From an optimization exercise on the open Yosys and OpenROAD flow, aimed at small area, a short achievable clock period and few clock cycles; shortcuts taken in it are not production practice. Only simulation tests tie the RTL to the original design; equivalence was not proved. No activity file was given, so power comes from the tool's default toggle rates.

==> design/flow/design.v <==
package ctw_pkg;
	localparam int TIMER_COUNT = 16;
	localparam int TIME_BITS   = 32;
	localparam int EXP_BITS    = 16;   
	localparam int ID_W        = $clog2(TIMER_COUNT);
	typedef enum logic [1:0] {
		OP_SCHED = 2'd0,
		OP_STOP  = 2'd1,
		OP_TICK  = 2'd2,
		OP_NONE  = 2'd3
	} op_t;
	typedef enum logic [1:0] {
		KIND_SCHED      = 2'd0,
		KIND_STOP       = 2'd1,
		KIND_FIRED      = 2'd2,
		KIND_IDLE_TICK  = 2'd3
	} kind_t;
endpackage
module ctw_mem (
	input  logic                                              clk,
	input  logic                                              wr_en,
	input  logic [ctw_pkg::ID_W-1:0]                          wr_addr,
	input  logic [ctw_pkg::EXP_BITS-1:0]                      wr_data,
	output logic [ctw_pkg::TIMER_COUNT*ctw_pkg::EXP_BITS-1:0] rd_all
);
	logic [ctw_pkg::EXP_BITS-1:0] mem [0:ctw_pkg::TIMER_COUNT-1];
	for (genvar i = 0; i < ctw_pkg::TIMER_COUNT; i++) begin : g_ent
		always_ff @(posedge clk) begin
			if (wr_en && (wr_addr == ctw_pkg::ID_W'(i))) begin
				mem[i] <= wr_data;
			end
		end
		assign rd_all[i*ctw_pkg::EXP_BITS +: ctw_pkg::EXP_BITS] = mem[i];
	end
endmodule
module callout_timer_wheel (
	input  logic        clk,
	input  logic        arst_n,
	input  logic        s_axis_tvalid,
	output logic        s_axis_tready,
	input  logic [23:0] s_axis_tdata,   
	input  logic [1:0]  s_axis_tuser,   
	output logic        m_axis_tvalid,
	input  logic        m_axis_tready,
	output logic [39:0] m_axis_tdata,   
	output logic [1:0]  m_axis_tuser,   
	output logic        m_axis_tlast
);
	localparam int N = ctw_pkg::TIMER_COUNT;
	localparam int E = ctw_pkg::EXP_BITS;
	logic        c_valid_q;
	logic [1:0]  c_op_q;
	logic [3:0]  c_id_q;
	logic [15:0] c_dly_q;    
	logic        c1_valid_q;
	logic [1:0]  c1_op_q;
	logic [3:0]  c1_id_q;
	logic [15:0] c1_dly_q;
	logic        ready_q;
	logic [1:0]  in_op;
	logic [3:0]  in_id;
	logic [15:0] in_dly;
	logic [31:0]  time_q;
	logic [N-1:0] pending_q;
	logic [N-1:0] fire_q;      
	logic         busy_q;      
	logic [15:0]  due_t_q;     
	logic [N-1:0] older_q [N];   
	logic         out_valid_q;
	logic [1:0]   out_kind_q;
	logic [3:0]   out_id_q;
	logic         out_pend_q;
	logic [31:0]  out_time_q;
	logic         out_last_q;
	logic         out_free, exec, accept, is_none, wr_sched;
	logic         do_sched, do_stop, do_tick, emit;
	logic [N-1:0] id_dec;
	logic [N*E-1:0] exp_all;
	logic [31:0]  sum, tinc;
	logic [E-1:0] target;
	logic [N-1:0] due;
	logic [N-1:0] oldest, rest;
	logic         more;
	logic [3:0]   oid;
	logic [N-1:0] older [N];   
	assign is_none  = c_op_q == ctw_pkg::OP_NONE;
	assign out_free = !out_valid_q || m_axis_tready;
	assign exec     = c_valid_q && (is_none || (!busy_q && out_free));
	assign s_axis_tready = ready_q;
	assign accept   = s_axis_tvalid && s_axis_tready;
	assign do_sched = exec && (c_op_q == ctw_pkg::OP_SCHED);
	assign do_stop  = exec && (c_op_q == ctw_pkg::OP_STOP);
	assign do_tick  = exec && (c_op_q == ctw_pkg::OP_TICK);
	assign emit     = busy_q && out_free;
	assign wr_sched = c_valid_q && (c_op_q == ctw_pkg::OP_SCHED) && !busy_q;
	always_comb begin
		id_dec = '0;
		id_dec[c_id_q] = 1'b1;
	end
	assign sum  = time_q + {16'd0, c_dly_q};
	assign tinc = time_q + 32'd1;
	assign target = due_t_q;
	ctw_mem u_mem (
		.clk     (clk),
		.wr_en   (wr_sched),
		.wr_addr (c_id_q),
		.wr_data (sum[E-1:0]),
		.rd_all  (exp_all)
	);
	for (genvar i = 0; i < N; i++) begin : g_due
		assign due[i] = exp_all[i*E +: E] == target;
	end
	for (genvar i = 0; i < N; i++) begin : g_old_i
		for (genvar j = 0; j < N; j++) begin : g_old_j
			if (i < j) begin : g_lo
				always_ff @(posedge clk) begin
					if (wr_sched && (id_dec[i] || id_dec[j])) begin
						older_q[i][j] <= id_dec[j];
					end
				end
				assign older[i][j] = older_q[i][j];
			end else if (i > j) begin : g_hi
				assign older[i][j] = !older_q[j][i];
			end else begin : g_eq
				assign older[i][j] = 1'b0;
			end
		end
	end
	for (genvar i = 0; i < N; i++) begin : g_sel
		logic [N-1:0] beat;
		for (genvar j = 0; j < N; j++) begin : g_b
			assign beat[j] = fire_q[j] && older[j][i];
		end
		assign oldest[i] = fire_q[i] && !(|beat);
	end
	assign rest = fire_q & ~oldest;
	always_comb begin
		logic any;
		any  = 1'b0;
		more = 1'b0;
		for (int i = 0; i < N; i++) begin
			more = more | (any & fire_q[i]);
			any  = any | fire_q[i];
		end
	end
	always_comb begin
		oid = 4'd0;
		for (int i = 0; i < N; i++) begin
			if (oldest[i]) oid = oid | 4'(i);
		end
	end
	assign in_op  = s_axis_tuser;
	assign in_id  = s_axis_tdata[3:0];
	assign in_dly = {s_axis_tdata[19:5], s_axis_tdata[4] || (s_axis_tdata[19:5] == 15'd0)};
	always_ff @(posedge clk or negedge arst_n) begin
		if (!arst_n) begin
			c_valid_q  <= 1'b0;
			c1_valid_q <= 1'b0;
			ready_q    <= 1'b1;
		end else begin
			if (exec) begin
				c_valid_q  <= c1_valid_q || accept;
				c1_valid_q <= c1_valid_q && accept;
				ready_q    <= 1'b1;
			end else begin
				c_valid_q  <= c_valid_q || accept;
				c1_valid_q <= c1_valid_q || (c_valid_q && accept);
				ready_q    <= !(c1_valid_q || (c_valid_q && accept));
			end
		end
	end
	always_ff @(posedge clk) begin
		if (exec ? c1_valid_q : !c_valid_q) begin
			if (c1_valid_q) begin
				c_op_q  <= c1_op_q;
				c_id_q  <= c1_id_q;
				c_dly_q <= c1_dly_q;
			end else begin
				c_op_q  <= in_op;
				c_id_q  <= in_id;
				c_dly_q <= in_dly;
			end
		end else if (exec && accept) begin
			c_op_q  <= in_op;
			c_id_q  <= in_id;
			c_dly_q <= in_dly;
		end
		if (accept && c_valid_q && !(exec && !c1_valid_q)) begin
			c1_op_q  <= in_op;
			c1_id_q  <= in_id;
			c1_dly_q <= in_dly;
		end
	end
	always_ff @(posedge clk or negedge arst_n) begin
		if (!arst_n) begin
			time_q    <= '0;
			due_t_q   <= 16'd2;
			pending_q <= '0;
			fire_q    <= '0;
			busy_q    <= 1'b0;
		end else begin
			if (do_sched) begin
				pending_q[c_id_q] <= 1'b1;
				fire_q[c_id_q]    <= c_dly_q == 16'd1;
			end
			if (do_stop) begin
				pending_q[c_id_q] <= 1'b0;
				fire_q[c_id_q]    <= 1'b0;
			end
			if ((do_tick || emit) && !more) begin
				due_t_q <= due_t_q + 16'd1;
			end
			if (do_tick) begin
				time_q    <= tinc;
				pending_q <= pending_q & ~fire_q;
				if (more) begin
					busy_q <= 1'b1;
					fire_q <= rest;
				end else begin
					fire_q <= due & pending_q & ~fire_q;
				end
			end
			if (emit) begin
				if (more) begin
					fire_q <= rest;
				end else begin
					busy_q <= 1'b0;
					fire_q <= due & pending_q;
				end
			end
		end
	end
	always_ff @(posedge clk or negedge arst_n) begin
		if (!arst_n) begin
			out_valid_q <= 1'b0;
		end else if (do_sched || do_stop || do_tick || emit) begin
			out_valid_q <= 1'b1;
		end else if (m_axis_tready) begin
			out_valid_q <= 1'b0;
		end
	end
	always_ff @(posedge clk) begin
		if (do_sched || do_stop) begin
			out_kind_q <= do_sched ? ctw_pkg::KIND_SCHED : ctw_pkg::KIND_STOP;
			out_id_q   <= c_id_q;
			out_pend_q <= pending_q[c_id_q];
			out_time_q <= do_sched ? sum : 32'd0;
			out_last_q <= 1'b1;
		end
		if (do_tick || emit) begin
			out_kind_q <= (fire_q != '0) ? ctw_pkg::KIND_FIRED : ctw_pkg::KIND_IDLE_TICK;
			out_id_q   <= oid;
			out_pend_q <= 1'b0;
			out_last_q <= !more;
		end
		if (do_tick) begin
			out_time_q <= (fire_q != '0) ? tinc : 32'd0;
		end
	end
	assign m_axis_tvalid = out_valid_q;
	assign m_axis_tdata  = {3'b000, out_time_q, out_pend_q, out_id_q};
	assign m_axis_tuser  = out_kind_q;
	assign m_axis_tlast  = out_last_q;
endmodule
==> design/flow/run.sh <==
#!/bin/bash
# synth_recipe.tcl (not shown) runs the flow's synth.tcl, then flattens the netlist and writes it again
# the make line also repeats each setting of config.mk as NAME=value (left out here)
make -C /OpenROAD-flow-scripts/flow DESIGN_CONFIG=/design/flow/config.mk WORK_HOME=/design/flow/orfs CLKGATE_MAP_FILE= SYNTH_SCRIPT=/design/flow/synth_recipe.tcl finish
==> design/flow/config.mk <==
export PLATFORM = sky130hd
export DESIGN_NAME = callout_timer_wheel
export DESIGN_NICKNAME = callout_timer_wheel
export VERILOG_FILES = /design/flow/design.v
export SDC_FILE = /design/flow/constraint.sdc
export NUM_CORES = 4
export LEC_CHECK = 0
export ABC_AREA = 1
export CAP_MARGIN = 20
export CORE_MARGIN = 2
export CORE_UTILIZATION = 60
export SETUP_SLACK_MARGIN = 2.5
export SLEW_MARGIN = 20
==> design/flow/constraint.sdc <==
create_clock -name core_clock -period 5.0 [get_ports {clk}]
set_input_delay 1.0000 -clock core_clock [delete_from_list [all_inputs] [get_ports {clk}]]
set_output_delay 1.0000 -clock core_clock [all_outputs]
set_load 0.01 [all_outputs]
==> impl_metrics.yaml, run 1 <==
outcome:
  status: "complete, no violations"
finish:
  layout_common_cells: "nand2_1 (624), edfxtp_1 (459), nor2_1 (287)"
  area_growth_pct: 18.4
  nets: 3059
  antenna_cells: 0
  multi_input_area_um2: 10900
  drive_gt1_frac: 0.161
  seqCellArea_um2: 16000
  fill_cells: 3336
  final_common_cell: "nand2_1"
  final_util: 0.718
timing:
  fin_crit_sh: 0.496
  tightest_slew_ps: 997
  rsz0062_at_grt: "true"
  finalClockSkew_ps: 47.7
  period_needed_ps: 2480
  max_freq_mhz: 403
  hold_viol_final: 0
  setup_viol: 0
  fin_setup_tns_ps: 0
  timing.slew.headroom: 0.335
  maxSlewViolCount: 0
synth:
  synth.cell_area_um2: 27400
  synth.avg_cell_area_um2: 9.71
  synth_edf_count: 459
  synth.distinct_cells: 57
  synth_cells: 2823
  ys.flop_type: "edfxtp_1"
  ys_seq_area_frac: 0.581
  ys_ff_latch: 545
  yosysWarnings: 5
  ys_async_sr_fraction: 0.156
critical_path:
  crit_type: "reg -> out"
  cp_num_buf_inv: 1
  cp-endpoint: "s_axis_tready"
  path_cells: "clkdlybuf4s15_1"
  cp-start-kind: "register"
  cp.arrival_ps: 1480
  crit_path_start: "ready_q$_DFF_PN1_"
  r2r_slack_ps: 2520
  r2r-end: "out_id_q[0]$_DFFE_PP_"
  slowest_stage: "dfstp_2"
  cpPeakStageDelay_ps: 590
  cp-end-kind: "primary output"
  critPathTopFamily: "flip-flops"
  worst_ep_required_time_ps: 4000
  cp.depth: 1
  rr_worst_depth: 9
  reg2reg_from: "fire_q[5]$_DFF_PN0_"
  path_max_fanout: 3
floorplan:
  std_cell_rows: 78
  start_util: 0.606
  die_w_um: 218
  fp.dieArea_um2: 47400
  fp.coreArea_um2: 45200
  top_level_ports: 75
  die_y_um: 218
cts:
  cts_max_level: 2
  cts_sinks: 545
  ctsHoldBuffers: 0
  clk_pin_slew_ps: 70
  cts_max_path_buffers: 3
  clock-root-buffer: "clkbuf_16"
  cts_tree: "yes"
  cts_buffers: 57
  clk_latency_ps: 650
min_path:
  hp-class: "in -> async"
placed_design:
  portBuffers: 67
  dp_hpwl_mm: 58.3
  gp_congestion: 0.994
drt:
  ant_nets: 0
  drc_errors: 0
  drtIter0Drc: 3174
  routedWlPerCell_um: 24.6
  dr.pass1.iters: 5
  vias_per_cell: 6.30
  drt_wl_total_mm: 89.9
  vias: 23011
global_routing:
  grt_pass1_vias: 21913
  grt_usage: 0.377
  grt_max_degree: 64
  grt_antenna_before_repair: 0
  grt_pass1_wl_mm: 133
  gr-total-overflow: 0
pwr:
  power_frac_comb: 0.005
  p_per_area_nw_per_um2: 278
  p_sw_mw: 1.85
  ir_drop_uv: 329
  p_leak_nw: 12.0
  internal_power_mw: 7.17
  pwr-share-clk: 0.455
  power_frac_seq: 0.540
  swShare: 0.205
run:
  maxCapViolCount: 0
[layer usage]
metal | global-route usage | vias up | wire [um]
li1 | - | 10149 | -
met1 | 0.521 | 11061 | 34400
met2 | 0.581 | 1499 | 40000
met3 | 0.0791 | 302 | 10900
met4 | 0.167 | 0 | 4540
met5 | 0 | - | 0
[Yosys cell counts (4+ instances only)]
library cell / n / area share
nor2_1: 319 / 0.044
nor3_1: 50 / 0.0091
dfrtp_1: 83 / 0.076
nor4_1: 13 / 0.0030
o21ai_1: 15 / 0.0027
a211oi_1: 4 / 0.0011
inv_2: 4 / 0.00055
a221oi_1: 5 / 0.0016
xor2_1: 90 / 0.029
inv_1: 177 / 0.024
ha_1: 22 / 0.010
nand2_1: 651 / 0.089
o22ai_1: 56 / 0.013
a21boi_0: 6 / 0.0016
buf_2: 25 / 0.0046
clkinv_1: 7 / 0.00096
edfxtp_1: 459 / 0.50
clkbuf_1: 79 / 0.011
or2_2: 47 / 0.011
nand4_1: 53 / 0.012
a21o_1: 4 / 0.0011
nand3_1: 134 / 0.024
mux2_2: 18 / 0.0074
nand3b_1: 4 / 0.0011
buf_1: 5 / 0.00069
o21ai_0: 189 / 0.035
xnor2_1: 76 / 0.024
o211ai_1: 7 / 0.0019
o2111ai_1: 46 / 0.015
a21oi_1: 113 / 0.021
o21ai_2: 9 / 0.0029
buf_6: 6 / 0.0025
nor2_4: 4 / 0.0016
o221ai_1: 6 / 0.0019
buf_4: 5 / 0.0014
[power groups by stage]
stage                     clock (mW)  sequential (mW)  combinational, mW
after floorplan                    0             4.96            0.00485
after global placement             0             4.96             0.0457
after detailed placement           0             4.96             0.0460
after CTS                       4.12             4.87             0.0465
after global routing            4.29             4.86             0.0503
final                           4.11             4.87             0.0464
[state kept, by name (all words and copies together) (netlist names), 16 cells and up, named ones only]
| signal | flops |
|---|---|
| c_dly_q | 16 |
| u_mem.mem | 256 |
| c1_dly_q | 16 |
| out_time_q | 32 |
| time_q | 32 |
| fire_q | 16 |
| due_t_q | 16 |
| older_q | 120 |
[repair_timing]
action                                  CTS  global route
pin swaps                                15            19
cloned                                    6             2
setup buffers                            45            52
endpoints found under the setup margin  636           289
gates resized for setup                 174            93
[cell families after synthesis]
group / share of synthesized area
other: 0.000137
AO/OA/AOI/OAI: 0.101
adder cells (fa/ha/maj): 0.0108
buffers and inverters: 0.0457
AND/OR/NAND/NOR: 0.200
flip-flops: 0.581
XOR/XNOR: 0.0531
multiplexers: 0.00740
[per-stage QoR]
step / total power [mW] / setup WS, ps / instances / cell area (um2) / hold slack (ps)
finish: 9.02 / 2520 / 3650 / 32400 / 444
detailed placement: 5.01 / 1150 / 3442 / 28900 / 502
global route: 9.20 / 2410 / 3650 / 32400 / 521
floorplan: 4.97 / 2360 / 2825 / 27400 / 469
global placement: 5.01 / 1270 / 3441 / 28900 / 490
CTS: 9.03 / 2500 / 3596 / 31700 / 488
[final cells by class]
cell class | count | area share
clock buffer | 76 | 0.0468
clock inverter | 27 | 0.00802
inverter | 188 | 0.0256
multi-input combinational | 1974 | 0.335
sequential | 545 | 0.492
tap | 600 | 0.0231
timing repair buffer | 238 | 0.0691
timing repair inverter | 2 | 0.000386
[worst reg2reg max path: stages, from the launching register on]
cell      delay [ps]
dfrtp_2          480
buf_12           160
buf_4            180
a22o_1           230
nor3_1           640
nand3_1          210
o21ai_0          180
nand3b_1         160
nand2_1           60
inv_1             50
[worst min path at each step]
stage | endpoint | slack, ps | depth (start not counted)
finish | due_t_q[8]$_DFFE_PN0P_ | 440 | 1
global route | due_t_q[8]$_DFFE_PN0P_ | 520 | 1
CTS | due_t_q[8]$_DFFE_PN0P_ | 490 | 1
detailed placement | register | 500 | 2
global placement | register | 490 | 2
floorplan | register | 470 | 2
Testbench counts, summed over its fixed seeds: cycles 3,314.
==> run 2: changes to the inputs <==
--- a/design/flow/config.mk
+++ b/design/flow/config.mk
@@ -8,6 +8,7 @@
 export ABC_AREA = 1
 export CAP_MARGIN = 20
 export CORE_MARGIN = 2
-export CORE_UTILIZATION = 60
-export SETUP_SLACK_MARGIN = 2.5
+export CORE_UTILIZATION = 40
+export CTS_BUF_LIST = sky130_fd_sc_hd__clkbuf_8
+export SETUP_SLACK_MARGIN = 2.25
 export SLEW_MARGIN = 20
==> impl_metrics.yaml, run 2 <==
outcome:
  status: "complete, no violations"
pwr:
  p_per_area_nw_per_um2: 286
  pwr-share-clk: 0.461
  power_frac_seq: 0.534
  swShare: 0.212
  power_mw: 9.11
  p_sw_mw: 1.94
  internal_power_mw: 7.17
  p_leak_nw: 11.9
  ir_drop_uv: 241
  power_frac_comb: 0.005
critical_path:
  cp_num_buf_inv: 1
  crit_type: "reg -> reg"
  slowest_stage: "dfrtp_1"
  cp.arrival_ps: 3270
  path_cells: "clkinvlp_4, o22ai_1, nor2_1, nor3b_1, nand3_1, nand2_1, nor2_1, a21oi_1"
  r2r_slack_ps: 2210
  cpPeakStageDelay_ps: 520
  cp-start-kind: "register"
  crit_path_start: "fire_q[13]$_DFF_PN0_"
  cp.depth: 8
  r2r-end: "out_id_q[2]$_DFFE_PP_"
  worst_ep_required_time_ps: 5490
  path_max_fanout: 15
  reg2reg_from: "fire_q[13]$_DFF_PN0_"
  cp_common_cell: "nor2_1"
  rr_worst_depth: 8
  critPathTopFamily: "simple AND/OR/NAND/NOR gates"
  cp-end-kind: "register"
placed_design:
  dp_hpwl_mm: 59.6
  dp_worst_setup_slack_ps: 1190
  gp_congestion: 1.01
  portBuffers: 67
timing:
  worst_slack_ps: 2210
  rsz0062_at_grt: "true"
  maxSlewViolCount: 0
  max_freq_mhz: 359
  fin_setup_tns_ps: 0
  tightest_slew_ps: 1080
  hold_viol_final: 0
  period_needed_ps: 2790
  finalClockSkew_ps: 41.3
  timing.slew.headroom: 0.271
  fin_crit_sh: 0.558
  setup_viol: 0
synth:
  ys.flop_type: "edfxtp_1"
  synth.avg_cell_area_um2: 9.71
  synth_largest_area_cell: "edfxtp_1"
  synthTopCellsByArea: "edfxtp_1 (50%), nand2_1 (8.9%), dfrtp_1 (7.6%), nor2_1 (4.4%), o21ai_0 (3.5%)"
  ys_ff_latch: 545
  synth_common_cells: "nand2_1 (651), edfxtp_1 (459), nor2_1 (319), o21ai_0 (189), inv_1 (177)"
  yosysMostFrequentCell: "nand2_1"
  synth.top_cell.area_share: 0.503
  ys_async_sr_fraction: 0.156
  synth_cells: 2823
  synth_edf_count: 459
  synth.distinct_cells: 57
  ys_seq_area_frac: 0.581
  yosysWarnings: 5
  synth.cell_area_um2: 27400
finish:
  final_common_cell: "nand2_1"
  top_regs: "u_mem.mem x256, older_q x120"
  largest_reg_flops: 256
  top_register: "u_mem.mem"
  area_growth_pct: 16.2
  drive_gt1_frac: 0.134
  nets: 3019
  layout_common_cells: "nand2_1 (628), edfxtp_1 (459), nor2_1 (304)"
cts:
  cts_max_path_buffers: 3
  cts_max_level: 3
  clk_latency_ps: 720
  clock-root-buffer: "clkbuf_8"
  cts_tree: "yes"
  cts_buffers: 93
  cts_sinks: 545
  ctsHoldBuffers: 0
  clk_pin_slew_ps: 60
drt:
  vias: 22196
  ant_nets: 0
  drtIter0Drc: 2403
  dr.pass1.iters: 6
  drc_errors: 0
  vias_per_cell: 5.67
  routedWlPerCell_um: 22.2
  drt_wl_total_mm: 86.9
floorplan:
  die_w_um: 266
  die_y_um: 266
  fp.coreArea_um2: 67500
  start_util: 0.406
  top_level_ports: 75
  std_cell_rows: 95
  fp.dieArea_um2: 70600
global_routing:
  grt_max_degree: 44
  grt_usage: 0.243
  grt_antenna_before_repair: 1
  grt_pass1_wl_mm: 130
  gr-total-overflow: 0
  grt_pass1_vias: 21828
min_path:
  hp-class: "in -> async"
run:
  maxCapViolCount: 0
==> run 2: metal layers <==
metal	vias to the layer above	global-route usage	wire length, um
met3	236	0.0370	6560
li1	10098	-	-
met4	0	0.116	3930
met5	-	0	0
met1	10816	0.310	34600
met2	1046	0.406	41800
==> run 2: cell type report <==
cell class / count / area [um2]
Sequential cell: 545 / 15900
Tap cell: 873 / 1090
Multi-Input combinational cell: 1976 / 10600
Clock inverter: 71 / 531
Antenna cell: 1 / 2.50
Inverter: 188 / 778
Fill cell: 6300 / 35700
Timing Repair Buffer: 162 / 1530
Clock buffer: 101 / 1390
==> run 2: power groups by stage <==
stage	Combinational, mW	Sequential [mW]	Clock, mW
floorplan	0.00485	4.96	0
global placement	0.0447	4.96	0
detailed placement	0.0451	4.96	0
CTS	0.0453	4.87	4.26
global route	0.0493	4.86	4.46
finish	0.0446	4.87	4.20
==> run 2: logic make-up after synthesis <==
kind of cell / share of synthesized area
AO/OA/AOI/OAI: 0.101
XOR/XNOR: 0.0531
adder cells (fa/ha/maj): 0.0108
buffers and inverters: 0.0457
flip-flops: 0.581
multiplexers: 0.00740
other: 0.000137
AND/OR/NAND/NOR: 0.200
==> run 2: timing repair <==
item                                    in CTS  in global routing
buffers inserted                            19                 10
endpoints found under the setup margin     598                394
gates cloned                                 2                  3
pin swaps                                    4                  6
resized for setup                           61                 55
==> run 2: how the worst max path moves through the flow <==
stage | to | slack [ps]
after global routing | out_time_q[26]$_DFFE_PP_ | 2160
final | out_id_q[2]$_DFFE_PP_ | 2210
after CTS | u_mem.mem[13][12]$_DFFE_PP_ | 2250
after detailed placement | fire_q[0]$_DFF_PN0_ | 1190
after global placement | fire_q[6]$_DFF_PN0_ | 1180
after floorplan | u_mem.mem[4][0]$_DFFE_PP_ | 2240
==> run 2: per-stage QoR <==
step | cells | area [um2] | hold slack (ps) | utilization
2_1_floorplan | 2825 | 27400 | 469 | -
3_3_place_gp | 3709 | 29200 | 494 | 0.432
3_5_place_dp | 3709 | 29200 | 496 | 0.432
4_1_cts | 3902 | 31500 | 274 | 0.466
5_1_grt | 3917 | 31900 | 316 | 0.472
6_report | 3917 | 31900 | 302 | 0.472
==> run 2: worst register-to-register path, stage by stage (launching register included) <==
cell and delay [ps]:
dfrtp_1 520, clkinvlp_4 330, o22ai_1 140, nor2_1 200, nor3b_1 500, nand3_1 330, nand2_1 180, nor2_1 70
a21oi_1 280
==> run 3: changes to the inputs <==
--- a/design/flow/design.v
+++ b/design/flow/design.v
@@ -114,9 +114,7 @@
 		for (genvar j = 0; j < N; j++) begin : g_old_j
 			if (i < j) begin : g_lo
 				always_ff @(posedge clk) begin
-					if (wr_sched && (id_dec[i] || id_dec[j])) begin
-						older_q[i][j] <= id_dec[j];
-					end
+					older_q[i][j] <= (older_q[i][j] || (wr_sched && id_dec[j])) && !(wr_sched && id_dec[i]);
 				end
 				assign older[i][j] = older_q[i][j];
 			end else if (i > j) begin : g_hi
--- a/design/flow/config.mk
+++ b/design/flow/config.mk
@@ -9,6 +9,5 @@
 export CAP_MARGIN = 20
 export CORE_MARGIN = 2
 export CORE_UTILIZATION = 40
-export CTS_BUF_LIST = sky130_fd_sc_hd__clkbuf_8
-export SETUP_SLACK_MARGIN = 2.25
+export SETUP_SLACK_MARGIN = 2.6
 export SLEW_MARGIN = 20
==> impl_metrics.yaml, run 3 <==
drt:
  routedWlPerCell_um: 23.9
  dr.pass1.iters: 6
  vias: 22917
  drt_wl_total_mm: 94.9
  drc_errors: 0
  vias_per_cell: 5.77
  ant_nets: 0
  drtIter0Drc: 2905
pwr:
  p_sw_mw: 1.88
  power_frac_comb: 0.005
  ir_drop_uv: 290
  power_mw: 9.22
  swShare: 0.204
  p_leak_nw: 13.0
  p_per_area_nw_per_um2: 280
  power_frac_seq: 0.513
  pwr-share-clk: 0.482
  internal_power_mw: 7.34
global_routing:
  gr-total-overflow: 0
  grt_pass1_vias: 21865
  grt_antenna_before_repair: 1
  grt_usage: 0.270
  grt_pass1_wl_mm: 137
  grt_max_degree: 49
critical_path:
  crit_type: "reg -> reg"
  cp-start-kind: "register"
  cp.arrival_ps: 3000
  cp-end-kind: "register"
  path_max_fanout: 9
  worst_ep_required_time_ps: 5480
finish:
  final_area_um2: 32900
  area_growth_pct: 25.1
  final_util: 0.503
  final_common_cell: "nand2_1"
  layout_common_cells: "nand2_1 (506), edfxtp_1 (339), inv_1 (267)"
  nets: 3114
  drive_gt1_frac: 0.186
  top_regs: "u_mem.mem x256, older_q x120"
  top_register: "u_mem.mem"
  largest_reg_flops: 256
timing:
  period_needed_ps: 2520
  rsz0062_at_grt: "true"
  maxSlewViolCount: 0
  tightest_slew_ps: 980
  fin_crit_sh: 0.504
  timing.slew.headroom: 0.346
  max_freq_mhz: 396
  fin_setup_tns_ps: 0
  finalClockSkew_ps: 34.5
  hold_viol_final: 0
  setup_viol: 0
synth:
  ys_seq_area_frac: 0.559
  synthMuxAreaShare: 0.00770
  ys_ff_latch: 545
  synth_cells: 2837
  synthSimpleGateAreaFrac: 0.181
  ys.flop_type: "edfxtp_1"
  synth_xor_area_frac: 0.0518
  synth.top_cell.area_share: 0.386
  synth.cell_area_um2: 26300
  synth_common_cells: "nand2_1 (544), edfxtp_1 (339), inv_1 (300), o21ai_0 (235), nor2_1 (226)"
  synth_largest_area_cell: "edfxtp_1"
  yosysWarnings: 5
  yosysMostFrequentCell: "nand2_1"
  synth_fa_ha_area_frac: 0.0117
  synthTopCellsByArea: "edfxtp_1 (39%), dfxtp_1 (9.2%), dfrtp_1 (7.9%), nand2_1 (7.8%), o21ai_0 (4.5%)"
  synth_top_family_by_area: "simple AND/OR/NAND/NOR gates"
  synth.distinct_cells: 56
  synth_edf_count: 339
  synth.avg_cell_area_um2: 9.28
  synth_compound_area_frac: 0.124
  ys_async_sr_fraction: 0.156
floorplan:
  top_level_ports: 75
  std_cell_rows: 94
  die_y_um: 261
  start_util: 0.402
  die_w_um: 261
  fp.dieArea_um2: 67900
  fp.coreArea_um2: 65500
placed_design:
  dp_hpwl_mm: 58.8
  placed_cell_area_um2: 28100
  portBuffers: 67
  gp_congestion: 0.962
cts:
  cts_max_level: 2
  ctsHoldBuffers: 0
  clk_latency_ps: 650
  cts_sinks: 545
  cts_buffers: 55
  cts_tree: "yes"
  cts_max_path_buffers: 3
  clock-root-buffer: "clkbuf_16"
  clk_pin_slew_ps: 60
run:
  maxCapViolCount: 0
outcome:
  status: "complete, no violations"
min_path:
  hp-class: "in -> async"
run 3: changes by cell type in the layout (fill, tap and decap cells not counted), sizes merged, moves of 37 or more:
cell / delta
xnor2: -39
clkdlybuf4s50: -42
buf: +109
inv: +87
o21ai: +39
edfxtp: -120
nor2: -91
nand2: -107
dfxtp: +120
dlygate4sd2: +37
run 3: final timing paths:
path	start	end	slack, ps	depth (start not counted)
worst max-delay path	time_q[0]$_DFFE_PN0P_	u_mem.mem[1][6]$_DFFE_PP_	2480	11
worst max register to register	time_q[0]$_DFFE_PN0P_	u_mem.mem[1][6]$_DFFE_PP_	2480	11
worst min register to register	older_q[0][2]$_DFF_P_	older_q[0][2]$_DFF_P_	470	2
worst min-delay path	arst_n	c_valid_q$_DFF_PN0_	370	1
max in group asynchronous	arst_n	fire_q[9]$_DFF_PN0_	3400	2
min in group core_clock	older_q[0][2]$_DFF_P_	older_q[0][2]$_DFF_P_	470	2
run 3: what timing repair did:
item                                    in CTS  in global routing
resized for setup                          262                133
buffers inserted                            81                 70
hold endpoints to repair                     0                  0
endpoints found under the setup margin     763                525
gates cloned                                14                  5
pin swaps                                   33                 46
run 3: kinds of logic after synthesis:
| logic type | Yosys count |
|---|---|
| xor gates and xnor gates | 154 |
| and+or+nand+nor | 1097 |
| muxes | 18 |
| DFF | 545 |
| other | 1 |
| adders and majority gates | 24 |
| buffers and inverters | 435 |
| AOI/OAI and AO/OA | 563 |
run 3: per-stage QoR:
stage          setup WS (ps)  hold WS, ps  cells
2_1_floorplan           2510          439   2839
3_3_place_gp            1220          450   3696
3_5_place_dp            1150          455   3697
4_1_cts                 2470          364   3894
5_1_grt                 2430          374   3969
6_report                2480          366   3970
run 3: layer usage:
metal	GRT usage	part of all wire
met1	0.358	0.39
met2	0.428	0.45
met3	0.0450	0.098
met4	0.137	0.055
met5	0	0
run 3: layout make-up:
cell class / count / area (um2)
inverter: 311 / 1280
clock buffer: 76 / 1550
timing repair buffer: 276 / 2910
multi-input combinational: 1861 / 10900
clock inverter: 26 / 387
fill: 5778 / 32600
sequential: 545 / 14800
timing repair inverter: 10 / 70.1
antenna: 1 / 2.50
tap: 864 / 1080
run 3: power groups by stage:
| stage | Sequential, mW | Clock, mW | Combinational, mW |
|---|---|---|---|
| after floorplan | 4.83 | 0 | 0.00485 |
| after global routing | 4.73 | 4.65 | 0.0506 |
| final | 4.73 | 4.45 | 0.0461 |
| after CTS | 4.73 | 4.47 | 0.0465 |
| after detailed placement | 4.83 | 0 | 0.0464 |
| after global placement | 4.83 | 0 | 0.0456 |
run 3: critical path, cell delays in order (launching register included):
cell,delay (ps)
dfrtp_1,410
ha_2,220
inv_2,40
fa_2,390
o21ai_2,210
buf_4,150
nand3_2,60
nand2_2,130
buf_6,120
buf_6,100
xor2_4,320
buf_12,210
Testbench counts of run 3, summed over its fixed seeds: cycles 3,314.
==> run 4: changes to the inputs <==
--- a/design/flow/config.mk
+++ b/design/flow/config.mk
@@ -5,9 +5,8 @@
 export SDC_FILE = /design/flow/constraint.sdc
 export NUM_CORES = 4
 export LEC_CHECK = 0
-export ABC_AREA = 1
 export CAP_MARGIN = 20
 export CORE_MARGIN = 2
 export CORE_UTILIZATION = 40
-export SETUP_SLACK_MARGIN = 2.6
+export SETUP_SLACK_MARGIN = 2.5
 export SLEW_MARGIN = 20
==> impl_metrics.yaml, run 4 <==
outcome:
  status: "complete, no violations"
placed_design:
  portBuffers: 67
  dp_hpwl_mm: 52.0
  dp_worst_setup_slack_ps: 884
  gp_congestion: 0.932
finish:
  largest_reg_flops: 256
  drive_gt1_frac: 0.229
  fill_cells: 5422
  antenna_cells: 0
  top_regs: "u_mem.mem x256, older_q x120"
  multi_input_area_um2: 11100
  final_common_cell: "edfxtp_1"
  seqCellArea_um2: 14800
  layout_common_cells: "edfxtp_1 (339), nor2_1 (301), xnor2_1 (239)"
  area_growth_pct: 24.9
  top_register: "u_mem.mem"
  nets: 2511
synth:
  synth_top_family_by_area: "simple AND/OR/NAND/NOR gates"
  synthSimpleGateAreaFrac: 0.138
  synth_xor_area_frac: 0.115
  synth_edf_count: 339
  ys_async_sr_fraction: 0.156
  synthMuxAreaShare: 0.0163
  synthTopCellsByArea: "edfxtp_1 (40%), dfxtp_1 (9.6%), xnor2_1 (8.6%), dfrtp_1 (8.2%), nor2_1 (4.7%)"
  ys_seq_area_frac: 0.584
  yosysWarnings: 5
  synth_cells: 2232
  yosysMostFrequentCell: "edfxtp_1"
  synth_largest_area_cell: "edfxtp_1"
  ys_ff_latch: 545
  synth_compound_area_frac: 0.106
  synth.top_cell.area_share: 0.403
  synth.cell_area_um2: 25200
  synth.distinct_cells: 86
  ys.flop_type: "edfxtp_1"
  synth_common_cells: "edfxtp_1 (339), nor2_1 (318), xnor2_1 (249), nand2_1 (137), dfxtp_1 (121)"
  synth_fa_ha_area_frac: 0.0122
  synth.avg_cell_area_um2: 11.3
drt:
  drc_errors: 0
  drtIter0Drc: 2245
  drt_wl_total_mm: 82.6
  vias: 19326
  dr.pass1.iters: 6
  vias_per_cell: 5.77
  routedWlPerCell_um: 24.7
  ant_nets: 0
timing:
  max_freq_mhz: 365
  maxSlewViolCount: 0
  tightest_slew_ps: 1030
  finalClockSkew_ps: 45.8
  worst_slack_ps: 2260
  fin_setup_tns_ps: 0
  hold_viol_final: 0
  setup_viol: 0
  period_needed_ps: 2740
  fin_crit_sh: 0.548
  rsz0062_at_grt: "true"
  timing.slew.headroom: 0.306
cts:
  cts_sinks: 545
  cts_max_level: 2
  clk_pin_slew_ps: 60
  cts_buffers: 56
  cts_max_path_buffers: 3
  clk_latency_ps: 640
  clock-root-buffer: "clkbuf_16"
  cts_tree: "yes"
min_path:
  hp-class: "in -> async"
critical_path:
  worst_ep_required_time_ps: 5340
  crit_type: "reg -> reg"
  cp.arrival_ps: 3080
  cp-end-kind: "register"
  cp-start-kind: "register"
  rr_worst_depth: 12
  path_max_fanout: 16
floorplan:
  die_y_um: 255
  die_w_um: 255
  fp.coreArea_um2: 62700
  start_util: 0.402
  fp.dieArea_um2: 65100
  std_cell_rows: 92
  top_level_ports: 75
pwr:
  p_per_area_nw_per_um2: 584
  ir_drop_uv: 370
  p_leak_nw: 11.2
global_routing:
  grt_pass1_wl_mm: 121
  grt_max_degree: 52
  grt_pass1_vias: 18462
  gr-total-overflow: 0
  grt_antenna_before_repair: 1
  grt_usage: 0.250
run:
  maxCapViolCount: 0
## run 4: changes by cell type after synthesis, moves of 61 or more
cell / previous run / this run
xnor2_1: 36 / 249
o21ai_0: 235 / 100
nor2_1: 226 / 318
nand2_1: 544 / 137
inv_1: 300 / 35
a21oi_1: 126 / 65
## run 4: logic make-up after synthesis
| kind of cell | count (synthesis) |
|---|---|
| adder cells (fa/ha/maj) | 24 |
| multiplexers | 32 |
| XOR/XNOR | 332 |
| other | 1 |
| AND/OR/NAND/NOR | 732 |
| AO/OA/AOI/OAI | 400 |
| buffers and inverters | 166 |
| flip-flops | 545 |
## run 4: routing by layer
metal	track usage	vias up	share of wire
met1	0.341	9606	0.41
met4	0.0907	2	0.034
met3	0.0355	182	0.077
met5	0	-	0.00016
met2	0.408	981	0.48
li1	-	8555	-
## run 4: per-stage QoR
| stage | std cells | total power, mW | util | hold WS, ps | instance area (um2) |
|---|---|---|---|---|---|
| after floorplan | 2234 | 10.1 | - | 454 | 25400 |
| after global routing | 3348 | 19.1 | 0.503 | 477 | 31500 |
| final | 3348 | 18.4 | 0.503 | 438 | 31500 |
| after CTS | 3289 | 17.8 | 0.487 | 440 | 30600 |
| after detailed placement | 3098 | 12.9 | 0.435 | 483 | 27300 |
| after global placement | 3097 | 12.8 | 0.434 | 472 | 27300 |
## run 4: repair_timing
item / 4_1_cts / 5_1_grt
cloned: 2 / 1
resized for setup: 226 / 124
buffers inserted: 86 / 58
hold buffers: 0 / 0
endpoints found under the setup margin: 633 / 306
pin swaps: 52 / 40
endpoints found under the hold margin: 0 / 0
## run 4: report_power, final
| group | total, mW | switching [mW] | leakage [nW] | internal [mW] |
|---|---|---|---|---|
| logic | 6.92 | 4.32 | 5.17 | 2.60 |
| clock network | 4.07 | 1.78 | 0.868 | 2.28 |
| registers | 7.42 | 0.913 | 5.18 | 6.51 |
| total | 18.4 | 7.02 | 11.2 | 11.4 |
## run 4: final timing paths
kind,from,end,slack [ps]
setup / recovery,c_dly_q[0]$_DFFE_PP_,u_mem.mem[9][15]$_DFFE_PP_,2260
hold / removal,arst_n,time_q[27]$_DFFE_PN0P_,440
setup reg to reg,c_dly_q[0]$_DFFE_PP_,u_mem.mem[9][15]$_DFFE_PP_,2260
hold reg to reg,older_q[7][15]$_DFF_P_,older_q[7][15]$_DFF_P_,500
max in group asynchronous,arst_n,due_t_q[4]$_DFFE_PN0P_,3490
min in group core_clock,older_q[7][15]$_DFF_P_,older_q[7][15]$_DFF_P_,500
## run 4: worst max-delay path: stages, from the launching register on
cell and delay, ps:
edfxtp_1 400, ha_2 210, buf_4 130, buf_6 110, a21oi_4 170, o211ai_1 100, buf_4 170, a31oi_4 280
buf_4 190, nor2_4 50, o41ai_4 280, xnor2_2 160, buf_12 180
## run 4: layout make-up
class                   count  area share
multi-input cells        1525       0.352
flip-flops and latches    545       0.470
inverters                  37     0.00568
clock inverters            32     0.00754
well taps                 846      0.0336
repair inverters            1    0.000238
clock buffers              71      0.0479
repair buffers            291      0.0832
==> run 5: changes to the inputs <==
--- a/design/flow/config.mk
+++ b/design/flow/config.mk
@@ -5,8 +5,10 @@
 export SDC_FILE = /design/flow/constraint.sdc
 export NUM_CORES = 4
 export LEC_CHECK = 0
+export ABC_AREA = 1
 export CAP_MARGIN = 20
 export CORE_MARGIN = 2
 export CORE_UTILIZATION = 40
+export CTS_BUF_LIST = sky130_fd_sc_hd__clkbuf_8
 export SETUP_SLACK_MARGIN = 2.5
 export SLEW_MARGIN = 20
==> impl_metrics.yaml, run 5 <==
finish:
  largest_reg_flops: 256
  area_growth_pct: 21.7
  final_common_cell: "nand2_1"
  layout_common_cells: "nand2_1 (515), edfxtp_1 (339), inv_1 (306)"
  nets: 3102
  top_register: "u_mem.mem"
  final_area_um2: 32000
  final_util: 0.489
  drive_gt1_frac: 0.176
  top_regs: "u_mem.mem x256, older_q x120"
  fin_cells: 3989
timing:
  max_freq_mhz: 402
  tightest_slew_ps: 1040
  fin_setup_tns_ps: 0
  fin_crit_sh: 0.498
  hold_viol_final: 0
  period_needed_ps: 2490
  setup_viol: 0
  timing.slew.headroom: 0.304
  whs_ps: 426
  worst_slack_ps: 2510
  finalClockSkew_ps: 47.9
  rsz0062_at_grt: "true"
  maxSlewViolCount: 0
placed_design:
  placed_cells: 3702
  dp_worst_setup_slack_ps: 1120
  gp_congestion: 0.939
  placed_cell_area_um2: 28100
  portBuffers: 67
  dp_hpwl_mm: 58.7
floorplan:
  std_cell_rows: 94
  die_y_um: 261
  top_level_ports: 75
  fp.dieArea_um2: 67900
  fp.coreArea_um2: 65500
  start_util: 0.402
  die_w_um: 261
synth:
  synth.distinct_cells: 56
  synth_xor_area_frac: 0.0518
  ys_ff_latch: 545
  synth_compound_area_frac: 0.124
  synthMuxAreaShare: 0.00770
  ys.flop_type: "edfxtp_1"
  ys_async_sr_fraction: 0.156
  synth_largest_area_cell: "edfxtp_1"
  synth_edf_count: 339
  synth_top_family_by_area: "simple AND/OR/NAND/NOR gates"
  synth_fa_ha_area_frac: 0.0117
  synthSimpleGateAreaFrac: 0.181
  synth.cell_area_um2: 26300
  yosysWarnings: 5
  synthTopCellsByArea: "edfxtp_1 (39%), dfxtp_1 (9.2%), dfrtp_1 (7.9%), nand2_1 (7.8%), o21ai_0 (4.5%)"
  synth_cells: 2837
  ys_seq_area_frac: 0.559
  synth.avg_cell_area_um2: 9.28
  synth.top_cell.area_share: 0.386
  synth_common_cells: "nand2_1 (544), edfxtp_1 (339), inv_1 (300), o21ai_0 (235), nor2_1 (226)"
  yosysMostFrequentCell: "nand2_1"
pwr:
  p_per_area_nw_per_um2: 270
  power_mw: 8.67
  ir_drop_uv: 210
  p_leak_nw: 12.7
critical_path:
  cp.arrival_ps: 3050
  cp-start-kind: "register"
  worst_ep_required_time_ps: 5560
  cpPeakStageDelay_ps: 720
  crit_path_start: "fire_q[15]$_DFF_PN0_"
  slowest_stage: "nor4_1"
  r2r-end: "out_id_q[2]$_DFFE_PP_"
  cp-endpoint: "out_id_q[2]$_DFFE_PP_"
  cp-end-kind: "register"
  reg2reg_from: "fire_q[15]$_DFF_PN0_"
  cp.depth: 10
  path_cells: "clkinvlp_4, or2_2, nand3_1, nor4_1, nand2_1, nand2_1, inv_1, nand3_1, nand2_1, inv_1"
  crit_type: "reg -> reg"
  path_max_fanout: 12
  rr_worst_depth: 10
  critPathTopFamily: "simple AND/OR/NAND/NOR gates"
  cp_common_cell: "nand2_1"
  cp_num_buf_inv: 3
  r2r_slack_ps: 2510
cts:
  cts_tree: "yes"
  cts_sinks: 545
  clock-root-buffer: "clkbuf_8"
  cts_max_path_buffers: 3
  clk_latency_ps: 710
  cts_buffers: 90
  cts_max_level: 3
  clk_pin_slew_ps: 60
drt:
  drc_errors: 0
  vias: 22766
  vias_per_cell: 5.71
  routedWlPerCell_um: 23.3
  drtIter0Drc: 2569
  drt_wl_total_mm: 93.1
  ant_nets: 0
  dr.pass1.iters: 8
run:
  maxCapViolCount: 0
global_routing:
  grt_pass1_vias: 21604
  gr-total-overflow: 0
  grt_pass1_wl_mm: 135
  grt_usage: 0.267
  grt_antenna_before_repair: 1
  grt_max_degree: 62
min_path:
  hp-class: "in -> async"
outcome:
  status: "complete, no violations"
## run 5: changes by cell type after synthesis, sizes merged, moves of 28 or more
cell,change
xor2,+34
a21oi,+60
inv,+267
o22ai,+29
a22oi,-32
or2,+28
nand3,+58
nand2,+408
nor2,-85
o21ai,+149
xnor2,-212
## run 5: logic make-up (layout without fill, tap and decap cells)
| kind of cell | Yosys count | after routing |
|---|---|---|
| and+or+nand+nor | 1097 | 1099 |
| adders and majority gates | 24 | 24 |
| muxes | 18 | 18 |
| AOI/OAI and AO/OA | 563 | 563 |
| xor gates and xnor gates | 154 | 154 |
| DFF | 545 | 545 |
| buffers and inverters | 435 | 718 |
| other | 1 | 4 |
## run 5: worst min-delay path by stage
stage	to	slack, ps	cells past startpoint
CTS	due_t_q[11]$_DFFE_PN0P_	440	1
global placement	older_q[0][2]$_DFF_P_	450	2
global route	due_t_q[10]$_DFFE_PN0P_	490	1
detailed placement	older_q[0][3]$_DFF_P_	460	2
finish	due_t_q[2]$_DFFE_PN0P_	430	1
floorplan	older_q[0][14]$_DFF_P_	440	2
## run 5: layout make-up
| class | instances | area (um2) |
|---|---|---|
| Fill cell | 5941 | 33500 |
| Sequential cell | 545 | 14800 |
| Multi-Input combinational cell | 1861 | 10700 |
| Timing Repair Buffer | 234 | 2340 |
| Clock buffer | 104 | 1430 |
| Inverter | 311 | 1280 |
| Tap cell | 864 | 1080 |
| Clock inverter | 64 | 359 |
| Timing Repair inverter | 5 | 37.5 |
| Antenna cell | 1 | 2.50 |
## run 5: routing by layer
layer / GRT usage / wire length (um) / share of wire / vias to the layer above
met5: 0 / 0 / 0 / -
met4: 0.122 / 4810 / 0.052 / 0
met3: 0.0419 / 8460 / 0.091 / 275
met2: 0.436 / 43000 / 0.46 / 1310
met1: 0.351 / 36800 / 0.40 / 11010
li1: - / - / - / 10171
## run 5: worst reg2reg max path: cells and delay by family (launching register included)
family	cells	cell delay [ps]
buffers and inverters	3	410
AND/OR/NAND/NOR	7	1370
flip-flops	1	550
## run 5: timing repair
action                                  in CTS  in global routing
endpoints found under the setup margin     563                427
pin swaps                                   15                 26
resized for setup                          179                147
setup buffers                               50                 57
gates cloned                                 7                  4
hold buffers                                 0                  0
## run 5: power by group
| group | leakage (nW) | switching, mW | internal (mW) | total, mW |
|---|---|---|---|---|
| registers | 4.89 | 0.0000000000000000787 | 4.73 | 4.73 |
| logic | 6.74 | 0.0265 | 0.0187 | 0.0452 |
| clock network | 1.07 | 1.87 | 2.02 | 3.89 |
==> run 6: changes to the inputs <==
--- a/design/flow/config.mk
+++ b/design/flow/config.mk
@@ -9,6 +9,5 @@
 export CAP_MARGIN = 20
 export CORE_MARGIN = 2
 export CORE_UTILIZATION = 40
-export CTS_BUF_LIST = sky130_fd_sc_hd__clkbuf_8
 export SETUP_SLACK_MARGIN = 2.5
 export SLEW_MARGIN = 20
==> impl_metrics.yaml, run 6 <==
floorplan:
  fp.dieArea_um2: 67900
  die_w_um: 261
  start_util: 0.402
  std_cell_rows: 94
  top_level_ports: 75
  die_y_um: 261
  fp.coreArea_um2: 65500
synth:
  synth.top_cell.area_share: 0.386
  synth_cells: 2837
  synth_edf_count: 339
  synth.cell_area_um2: 26300
  synth_common_cells: "nand2_1 (544), edfxtp_1 (339), inv_1 (300), o21ai_0 (235), nor2_1 (226)"
  yosysMostFrequentCell: "nand2_1"
  ys_async_sr_fraction: 0.156
  synth_largest_area_cell: "edfxtp_1"
  yosysWarnings: 5
  ys_ff_latch: 545
  synth.avg_cell_area_um2: 9.28
  synthTopCellsByArea: "edfxtp_1 (39%), dfxtp_1 (9.2%), dfrtp_1 (7.9%), nand2_1 (7.8%), o21ai_0 (4.5%)"
  ys_seq_area_frac: 0.559
  synth.distinct_cells: 56
  ys.flop_type: "edfxtp_1"
cts:
  clock-root-buffer: "clkbuf_16"
  cts_max_level: 2
  cts_tree: "yes"
  clk_pin_slew_ps: 60
  cts_max_path_buffers: 3
  cts_sinks: 545
  cts_buffers: 55
  ctsHoldBuffers: 0
  clk_latency_ps: 640
drt:
  ant_nets: 0
  drtIter0Drc: 2520
  drc_errors: 0
  routedWlPerCell_um: 23.6
  dr.pass1.iters: 5
  vias_per_cell: 5.74
  vias: 22493
  drt_wl_total_mm: 92.7
critical_path:
  crit_type: "reg -> reg"
  cp-end-kind: "register"
  reg2reg_from: "due_t_q[4]$_DFFE_PN0P_"
  worst_ep_required_time_ps: 5550
  cp.arrival_ps: 3070
  cp-start-kind: "register"
  path_max_fanout: 15
  r2r-end: "fire_q[3]$_DFF_PN0_"
  rr_worst_depth: 8
  r2r_slack_ps: 2480
min_path:
  hold_start: "older_q[0][4]$_DFF_P_"
  hold_path_depth: 2
  hp-class: "reg -> reg"
  min_to: "older_q[0][4]$_DFF_P_"
timing:
  max_freq_mhz: 396
  rsz0062_at_grt: "true"
  fin_setup_tns_ps: 0
  fin_crit_sh: 0.505
  period_needed_ps: 2520
  maxSlewViolCount: 0
  finalClockSkew_ps: 36.3
  setup_viol: 0
  worst_slack_ps: 2480
  timing.slew.headroom: 0.300
  whs_ps: 470
  hold_viol_final: 0
  tightest_slew_ps: 1050
global_routing:
  grt_pass1_vias: 21282
  gr-total-overflow: 0
  grt_max_degree: 62
  grt_pass1_wl_mm: 135
  grt_antenna_before_repair: 1
  grt_usage: 0.267
pwr:
  p_leak_nw: 12.6
  ir_drop_uv: 263
  p_per_area_nw_per_um2: 279
  power_mw: 8.95
placed_design:
  placed_cell_area_um2: 28100
  dp_hpwl_mm: 58.7
  gp_congestion: 0.939
  portBuffers: 67
  dp_worst_setup_slack_ps: 1120
  placed_cells: 3702
outcome:
  status: "complete, no violations"
finish:
  largest_reg_flops: 256
  final_area_um2: 32000
  layout_common_cells: "nand2_1 (514), edfxtp_1 (339), inv_1 (267)"
  area_growth_pct: 21.7
  nets: 3070
  top_regs: "u_mem.mem x256, older_q x120"
  top_register: "u_mem.mem"
  final_util: 0.489
  final_common_cell: "nand2_1"
  drive_gt1_frac: 0.161
  fin_cells: 3922
  antenna_cells: 0
run:
  maxCapViolCount: 0
==> run 6: changes by cell type in the layout (fill, tap and decap cells not counted), moves of 6 or more <==
cell,change
dlygate4sd2_1,-6
inv_1,-39
dlymetal6s2s_1,+9
clkbuf_1,+18
clkinv_2,-9
clkbuf_8,-100
clkbuf_16,+55
==> run 6: timing repair <==
item	in CTS	in global routing
pin swaps	15	27
gates resized for setup	183	128
setup buffers	51	57
setup endpoints to repair	575	295
cloned	11	2
==> run 6: where the power goes <==
part / switching, mW / total, mW / internal (mW)
sequential: 0.0000000000000000513 / 4.73 / 4.73
clock: 1.79 / 4.17 / 2.38
combinational: 0.0268 / 0.0454 / 0.0185
==> run 6: metal layers <==
| metal | vias up | GRT usage | routed length [um] |
|---|---|---|---|
| li1 | 10086 | - | - |
| met1 | 10898 | 0.360 | 37000 |
| met2 | 1288 | 0.435 | 43100 |
| met3 | 221 | 0.0382 | 8570 |
| met4 | 0 | 0.105 | 4000 |
| met5 | - | 0 | 0 |
==> run 6: cell type report <==
cell class | instances | area (um2)
clock buffer | 78 | 1520
clock inverter | 21 | 260
fill | 5896 | 33500
inverter | 311 | 1280
multi-input combinational | 1861 | 10700
sequential | 545 | 14800
tap | 864 | 1080
timing repair buffer | 236 | 2400
timing repair inverter | 6 | 45.0
==> run 6: worst max-delay path by stage <==
stage | start | to | slack, ps | cells after the start
after floorplan | c_id_q[0]$_DFFE_PP_ | u_mem.mem[4][0]$_DFFE_PP_ | 2090 | 5
after global placement | m_axis_tready | due_t_q[2]$_DFFE_PN0P_ | 1080 | 15
after detailed placement | m_axis_tready | due_t_q[2]$_DFFE_PN0P_ | 1120 | 15
after CTS | fire_q[4]$_DFF_PN0_ | due_t_q[2]$_DFFE_PN0P_ | 2460 | 14
after global routing | c_dly_q[0]$_DFFE_PP_ | out_time_q[30]$_DFFE_PP_ | 2440 | 14
final | due_t_q[4]$_DFFE_PN0P_ | fire_q[3]$_DFF_PN0_ | 2480 | 8
==> run 6: critical path, stage by stage (launching register included) <==
cell and delay (ps):
dfrtp_1 320, buf_4 390, clkinvlp_4 480, a22o_1 320, nor2_1 80, nand2_1 60
nor2_1 410, nand4_1 180, o211ai_1 210
==> run 6: cells by family (layout without fill, tap and decap cells) <==
group | Yosys count | count (layout) | share of synthesized area
AND/OR/NAND/NOR | 1097 | 1099 | 0.181
AO/OA/AOI/OAI | 563 | 563 | 0.124
flip-flops | 545 | 545 | 0.559
buffers and inverters | 435 | 652 | 0.0653
XOR/XNOR | 154 | 154 | 0.0518
adder cells (fa/ha/maj) | 24 | 24 | 0.0117
multiplexers | 18 | 18 | 0.00770
other | 1 | 3 | 0.000142
==> run 7: changes to the inputs <==
--- a/design/flow/config.mk
+++ b/design/flow/config.mk
@@ -9,5 +9,7 @@
 export CAP_MARGIN = 20
 export CORE_MARGIN = 2
 export CORE_UTILIZATION = 40
+export CTS_CLUSTER_DIAMETER = 80
+export CTS_CLUSTER_SIZE = 20
 export SETUP_SLACK_MARGIN = 2.5
 export SLEW_MARGIN = 20
==> impl_metrics.yaml, run 7 <==
pwr:
  ir_drop_uv: 231
  p_per_area_nw_per_um2: 242
  power_frac_seq: 0.629
  pwr-share-clk: 0.365
  power_frac_comb: 0.006
  swShare: 0.205
  p_sw_mw: 1.54
  p_leak_nw: 12.0
  internal_power_mw: 5.97
timing:
  whs_ps: 476
  setup_viol: 0
  fin_setup_tns_ps: 0
  maxSlewViolCount: 0
  hold_viol_final: 0
  period_needed_ps: 2520
  rsz0062_at_grt: "true"
  timing.slew.headroom: 0.253
  tightest_slew_ps: 1120
  max_freq_mhz: 397
  finalClockSkew_ps: 43.9
  worst_slack_ps: 2480
  fin_crit_sh: 0.503
synth:
  ys_ff_latch: 545
  synth_edf_count: 339
  yosysMostFrequentCell: "nand2_1"
  synth_common_cells: "nand2_1 (544), edfxtp_1 (339), inv_1 (300), o21ai_0 (235), nor2_1 (226)"
  synth.distinct_cells: 56
  synthTopCellsByArea: "edfxtp_1 (39%), dfxtp_1 (9.2%), dfrtp_1 (7.9%), nand2_1 (7.8%), o21ai_0 (4.5%)"
  ys_seq_area_frac: 0.559
  ys.flop_type: "edfxtp_1"
  synth_cells: 2837
  synth.top_cell.area_share: 0.386
  ys_async_sr_fraction: 0.156
  synth_largest_area_cell: "edfxtp_1"
  yosysWarnings: 5
  synth.cell_area_um2: 26300
  synth.avg_cell_area_um2: 9.28
floorplan:
  die_y_um: 261
  std_cell_rows: 94
  die_w_um: 261
  fp.coreArea_um2: 65500
  fp.dieArea_um2: 67900
  start_util: 0.402
  top_level_ports: 75
placed_design:
  gp_congestion: 0.939
  portBuffers: 67
  dp_hpwl_mm: 58.7
  placed_cell_area_um2: 28100
  dp_worst_setup_slack_ps: 1120
  placed_cells: 3702
cts:
  cts_sinks: 545
  clk_latency_ps: 660
  clk_pin_slew_ps: 100
  cts_max_level: 1
  clock-root-buffer: "clkbuf_16"
  ctsHoldBuffers: 0
  cts_tree: "yes"
  cts_max_path_buffers: 3
  cts_buffers: 31
global_routing:
  gr-usage-met2: 0.435
  grt_antenna_before_repair: 0
  met3_usage: 0.0325
  grt.busiest_layer: "met2"
  grt_max_degree: 62
  grt_pass1_vias: 21091
  met1_usage: 0.354
  gr-total-overflow: 0
  grt_usage: 0.263
  grt_pass1_wl_mm: 133
drt:
  vias: 22340
  drc_errors: 0
  ant_nets: 0
  vias_per_cell: 5.77
  drt_wl_total_mm: 91.8
  routedWlPerCell_um: 23.7
  dr.pass1.iters: 7
  drtIter0Drc: 2544
finish:
  drive_gt1_frac: 0.147
  layout_common_cells: "nand2_1 (515), edfxtp_1 (339), inv_1 (270)"
  final_area_um2: 31000
  top_register: "u_mem.mem"
  top_regs: "u_mem.mem x256, older_q x120"
  seqCellArea_um2: 14800
  nets: 3038
  fill_cells: 5981
  final_common_cell: "nand2_1"
  largest_reg_flops: 256
  multi_input_area_um2: 10700
  fin_cells: 3870
  antenna_cells: 0
  area_growth_pct: 17.7
min_path:
  hold_path_depth: 2
  hp-class: "reg -> reg"
run:
  maxCapViolCount: 0
critical_path:
  crit_type: "in -> reg"
  cp.arrival_ps: 2900
  path_max_fanout: 14
  rr_worst_depth: 6
  worst_ep_required_time_ps: 5380
  cp-start-kind: "input pin"
  cp-end-kind: "register"
outcome:
  status: "complete, no violations"
==> run 7: cell types whose count changed in the layout (fill, tap and decap cells not counted), moves of 6 or more <==
| cell | change |
|---|---|
| dlymetal6s2s_1 | -9 |
| clkinv_1 | -6 |
| dlygate4sd2_1 | +8 |
| clkbuf_16 | -27 |
| o21ai_0 | +6 |
==> run 7: path summary, 6_finish.rpt <==
| path | startpoint | end | slack [ps] |
|---|---|---|---|
| worst max register to register | c_op_q[1]$_DFFE_PP_ | u_mem.mem[15][9]$_DFFE_PP_ | 2520 |
| max in group asynchronous | arst_n | fire_q[9]$_DFF_PN0_ | 3510 |
| min in group asynchronous | arst_n | due_t_q[0]$_DFFE_PN0P_ | 510 |
| worst max-delay path | m_axis_tready | out_time_q[10]$_DFFE_PP_ | 2480 |
| worst min register to register | older_q[0][3]$_DFF_P_ | older_q[0][3]$_DFF_P_ | 480 |
| worst min-delay path | older_q[0][3]$_DFF_P_ | older_q[0][3]$_DFF_P_ | 480 |
==> run 7: critical path: stages <==
cell	delay (ps)
clkdlybuf4s50_1	470
inv_2	50
nand2_2	90
nand2_2	60
nand2_2	110
nand2_4	80
inv_4	80
nand3_4	90
inv_2	140
buf_12	170
nand3_1	110
o21ai_0	450
==> run 7: final cells by class <==
cell class / instances / share of cell area
inverter: 311 / 0.0409
clock buffer: 51 / 0.0275
tap: 864 / 0.0349
sequential: 545 / 0.477
multi-input combinational: 1862 / 0.345
timing repair buffer: 226 / 0.0713
timing repair inverter: 7 / 0.00162
clock inverter: 4 / 0.00214
==> run 7: routing by layer <==
metal | wire, um | up-vias
met2 | 43100 | 1242
met3 | 8160 | 210
met4 | 3700 | 0
met1 | 36900 | 10874
li1 | - | 10014
met5 | 0 | -
==> run 7: power groups by stage <==
stage / logic [mW] / registers [mW] / clock network, mW
after floorplan: 0.00485 / 4.83 / 0
after global placement: 0.0454 / 4.83 / 0
after detailed placement: 0.0459 / 4.83 / 0
after CTS: 0.0460 / 4.72 / 2.78
after global routing: 0.0496 / 4.73 / 2.91
final: 0.0452 / 4.72 / 2.74
==> run 7: through the flow <==
| step | total power [mW] | utilization |
|---|---|---|
| after floorplan | 4.83 | - |
| after global placement | 4.87 | 0.430 |
| after detailed placement | 4.87 | 0.430 |
| after CTS | 7.55 | 0.459 |
| after global routing | 7.69 | 0.473 |
| final | 7.51 | 0.473 |
==> run 7: cells by family after synthesis <==
kind of cell             share of synthesized area
other                                     0.000142
XOR/XNOR                                    0.0518
AO/OA/AOI/OAI                                0.124
AND/OR/NAND/NOR                              0.181
buffers and inverters                       0.0653
flip-flops                                   0.559
multiplexers                               0.00770
adder cells (fa/ha/maj)                     0.0117
==> run 7: timing repair <==
action,CTS,global route
gates cloned,11,3
pin swaps,12,14
gates resized for setup,176,114
endpoints found under the setup margin,585,507
setup buffers,47,52
==> run 8: changes to the inputs <==
--- a/design/flow/config.mk
+++ b/design/flow/config.mk
@@ -9,7 +9,7 @@
 export CAP_MARGIN = 20
 export CORE_MARGIN = 2
 export CORE_UTILIZATION = 40
-export CTS_CLUSTER_DIAMETER = 80
-export CTS_CLUSTER_SIZE = 20
+export CTS_CLUSTER_DIAMETER = 90
+export CTS_CLUSTER_SIZE = 27
 export SETUP_SLACK_MARGIN = 2.5
 export SLEW_MARGIN = 20
==> impl_metrics.yaml, run 8 <==
synth:
  synthTopCellsByArea: "edfxtp_1 (39%), dfxtp_1 (9.2%), dfrtp_1 (7.9%), nand2_1 (7.8%), o21ai_0 (4.5%)"
  yosysMostFrequentCell: "nand2_1"
  synth_edf_count: 339
  synth_top_family_by_area: "simple AND/OR/NAND/NOR gates"
  synth_compound_area_frac: 0.124
  yosysWarnings: 5
  ys_async_sr_fraction: 0.156
  ys_ff_latch: 545
  synth.distinct_cells: 56
  synth.cell_area_um2: 26300
  synth_cells: 2837
  synthSimpleGateAreaFrac: 0.181
  synth_common_cells: "nand2_1 (544), edfxtp_1 (339), inv_1 (300), o21ai_0 (235), nor2_1 (226)"
  synth.top_cell.area_share: 0.386
  synth_largest_area_cell: "edfxtp_1"
  ys.flop_type: "edfxtp_1"
  synth_xor_area_frac: 0.0518
  synth.avg_cell_area_um2: 9.28
  synth_fa_ha_area_frac: 0.0117
  ys_seq_area_frac: 0.559
  synthMuxAreaShare: 0.00770
global_routing:
  grt_antenna_before_repair: 0
  grt_max_degree: 62
  grt_pass1_wl_mm: 133
  gr-total-overflow: 0
  grt_pass1_vias: 20940
  grt_usage: 0.262
cts:
  clk_latency_ps: 610
  cts_tree: "yes"
  cts_max_level: 1
  ctsHoldBuffers: 0
  cts_sinks: 545
  cts_buffers: 24
  cts_max_path_buffers: 3
  clk_pin_slew_ps: 110
  clock-root-buffer: "clkbuf_16"
min_path:
  min_to: "older_q[0][2]$_DFF_P_"
  hold_start: "older_q[0][2]$_DFF_P_"
  hold_path_depth: 2
  hp-class: "reg -> reg"
run:
  maxCapViolCount: 0
timing:
  rsz0062_at_grt: "true"
  worst_slack_ps: 2510
  fin_crit_sh: 0.499
  max_freq_mhz: 401
  period_needed_ps: 2490
  finalClockSkew_ps: 14.9
  tightest_slew_ps: 1100
  setup_viol: 0
  whs_ps: 474
  fin_setup_tns_ps: 0
  hold_viol_final: 0
  maxSlewViolCount: 0
  timing.slew.headroom: 0.264
drt:
  vias_per_cell: 5.76
  vias: 22194
  ant_nets: 0
  routedWlPerCell_um: 23.7
  drc_errors: 0
  drtIter0Drc: 2631
  drt_wl_total_mm: 91.2
  dr.pass1.iters: 6
placed_design:
  gp_congestion: 0.939
  dp_worst_setup_slack_ps: 1120
  portBuffers: 67
  dp_hpwl_mm: 58.7
critical_path:
  path_max_fanout: 14
  r2r_slack_ps: 2510
  reg2reg_from: "fire_q[11]$_DFF_PN0_"
  rr_worst_depth: 9
  cp.arrival_ps: 2990
  cp-end-kind: "register"
  r2r-end: "out_id_q[1]$_DFFE_PP_"
  crit_type: "reg -> reg"
  worst_ep_required_time_ps: 5490
  crit_path_start: "fire_q[11]$_DFF_PN0_"
  cp-start-kind: "register"
floorplan:
  die_y_um: 261
  std_cell_rows: 94
  fp.dieArea_um2: 67900
  fp.coreArea_um2: 65500
  top_level_ports: 75
  die_w_um: 261
  start_util: 0.402
finish:
  largest_reg_flops: 256
  area_growth_pct: 16.9
  layout_common_cells: "nand2_1 (517), edfxtp_1 (339), inv_1 (271)"
  drive_gt1_frac: 0.143
  top_register: "u_mem.mem"
  top_regs: "u_mem.mem x256, older_q x120"
  nets: 3027
  final_common_cell: "nand2_1"
outcome:
  status: "complete, no violations"
pwr:
  p_leak_nw: 11.9
  ir_drop_uv: 216
  p_per_area_nw_per_um2: 234
## run 8: worst max path at each step
stage	to	cells after the start
3_3_place_gp	due_t_q[2]$_DFFE_PN0P_	15
3_5_place_dp	due_t_q[2]$_DFFE_PN0P_	15
4_1_cts	out_time_q[29]$_DFFE_PP_	9
5_1_grt	out_time_q[21]$_DFFE_PP_	11
6_report	out_id_q[1]$_DFFE_PP_	9
2_1_floorplan	u_mem.mem[4][0]$_DFFE_PP_	5
## run 8: kinds of logic after synthesis
kind of cell	count (synthesis)
other	1
XOR/XNOR	154
AND/OR/NAND/NOR	1097
adder cells (fa/ha/maj)	24
buffers and inverters	435
flip-flops	545
AO/OA/AOI/OAI	563
multiplexers	18
## run 8: power by group
group                 switching (mW)  leakage (nW)  internal [mW]  total, mW
Sequential     0.0000000000000000524          4.89           4.73       4.73
Clock                           1.46         0.357          0.987       2.44
Combinational                 0.0270          6.70         0.0186     0.0457
Total                           1.48          11.9           5.73       7.22
## run 8: area by class of cell
type,count,area [um2]
fillers,6004,34700
flip-flops and latches,545,14800
multi-input cells,1861,10700
repair buffers,223,2200
inverters,311,1270
well taps,864,1080
clock buffers,37,659
clock inverters,6,71.3
repair inverters,7,50.0
diodes,1,2.50
## run 8: metal layers
metal / global-route usage / wire length, um
met2: 0.435 / 43100
met3: 0.0295 / 7880
met5: 0 / 0
met4: 0.0881 / 3430
met1: 0.357 / 36800
## run 8: what timing repair did
item                       in CTS  in global routing
gates cloned                   10                  1
pin swaps                      16                 19
setup endpoints to repair     578                259
resized for setup             180                109
buffers inserted               45                 53
## run 8: worst max-delay path: stages (launching register included)
cell        delay, ps
dfrtp_2           570
clkinvlp_2        350
o22ai_1           160
nor4_1            630
nand2_1           220
nor2_1            140
nor2_1             50
nand3_1           120
nand2_1            70
inv_1              50
## run 8: metrics by stage
step	instance area, um2	instances	power (mW)	utilization
2_1_floorplan	26400	2839	4.83	-
3_3_place_gp	28100	3702	4.87	0.430
3_5_place_dp	28100	3702	4.87	0.430
4_1_cts	29900	3800	7.24	0.456
5_1_grt	30800	3854	7.39	0.470
6_report	30800	3855	7.22	0.470

[port drivers added, routing unchanged]
The flow's constraints put no driver on any port. The routed layouts listed below were extracted and timed again, unchanged, in two steps.
Step 1, drivers: a clkbuf_16 drives clk and a buf_2 each remaining input, both assumed.
Step 2, shift: input delay + t, output delay - t, t = (earliest + latest rising clock arrival at the registers) / 2. This alone moves slack from input paths to output paths.
Three values: no drivers, after step 1, after step 2; two values: the first two.
| run | t (ns) | slack for setup (ns) | worst setup path at the end | pins driven straight from the clock port |
|---|---|---|---|---|
| run 1 | 0.690 | 2.520 / 2.462 / 1.938 | input to register | 1 |
| run 2 | 0.755 | 2.211 / 2.211 / 1.672 | input to register | 1 |
| run 3 | 0.695 | 2.478 / 2.478 / 2.095 | input to register | 1 |
| run 4 | 0.682 | 2.260 / 2.260 / 1.979 | input to register | 1 |
| run 5 | 0.746 | 2.510 / 2.473 / 1.836 | input to register | 1 |
| run 6 | 0.683 | 2.476 / 2.465 / 1.951 | input to register | 1 |
| run 7 | 0.697 | 2.483 / 2.467 / 1.815 | input to register | 1 |
| run 8 | 0.665 | 2.505 / 2.461 / 1.895 | input to register | 1 |
After both steps every run listed still meets setup and hold. The setup slack of run 5, which loses most, moves by -0.037 ns with the drivers and by -0.674 ns with both steps.
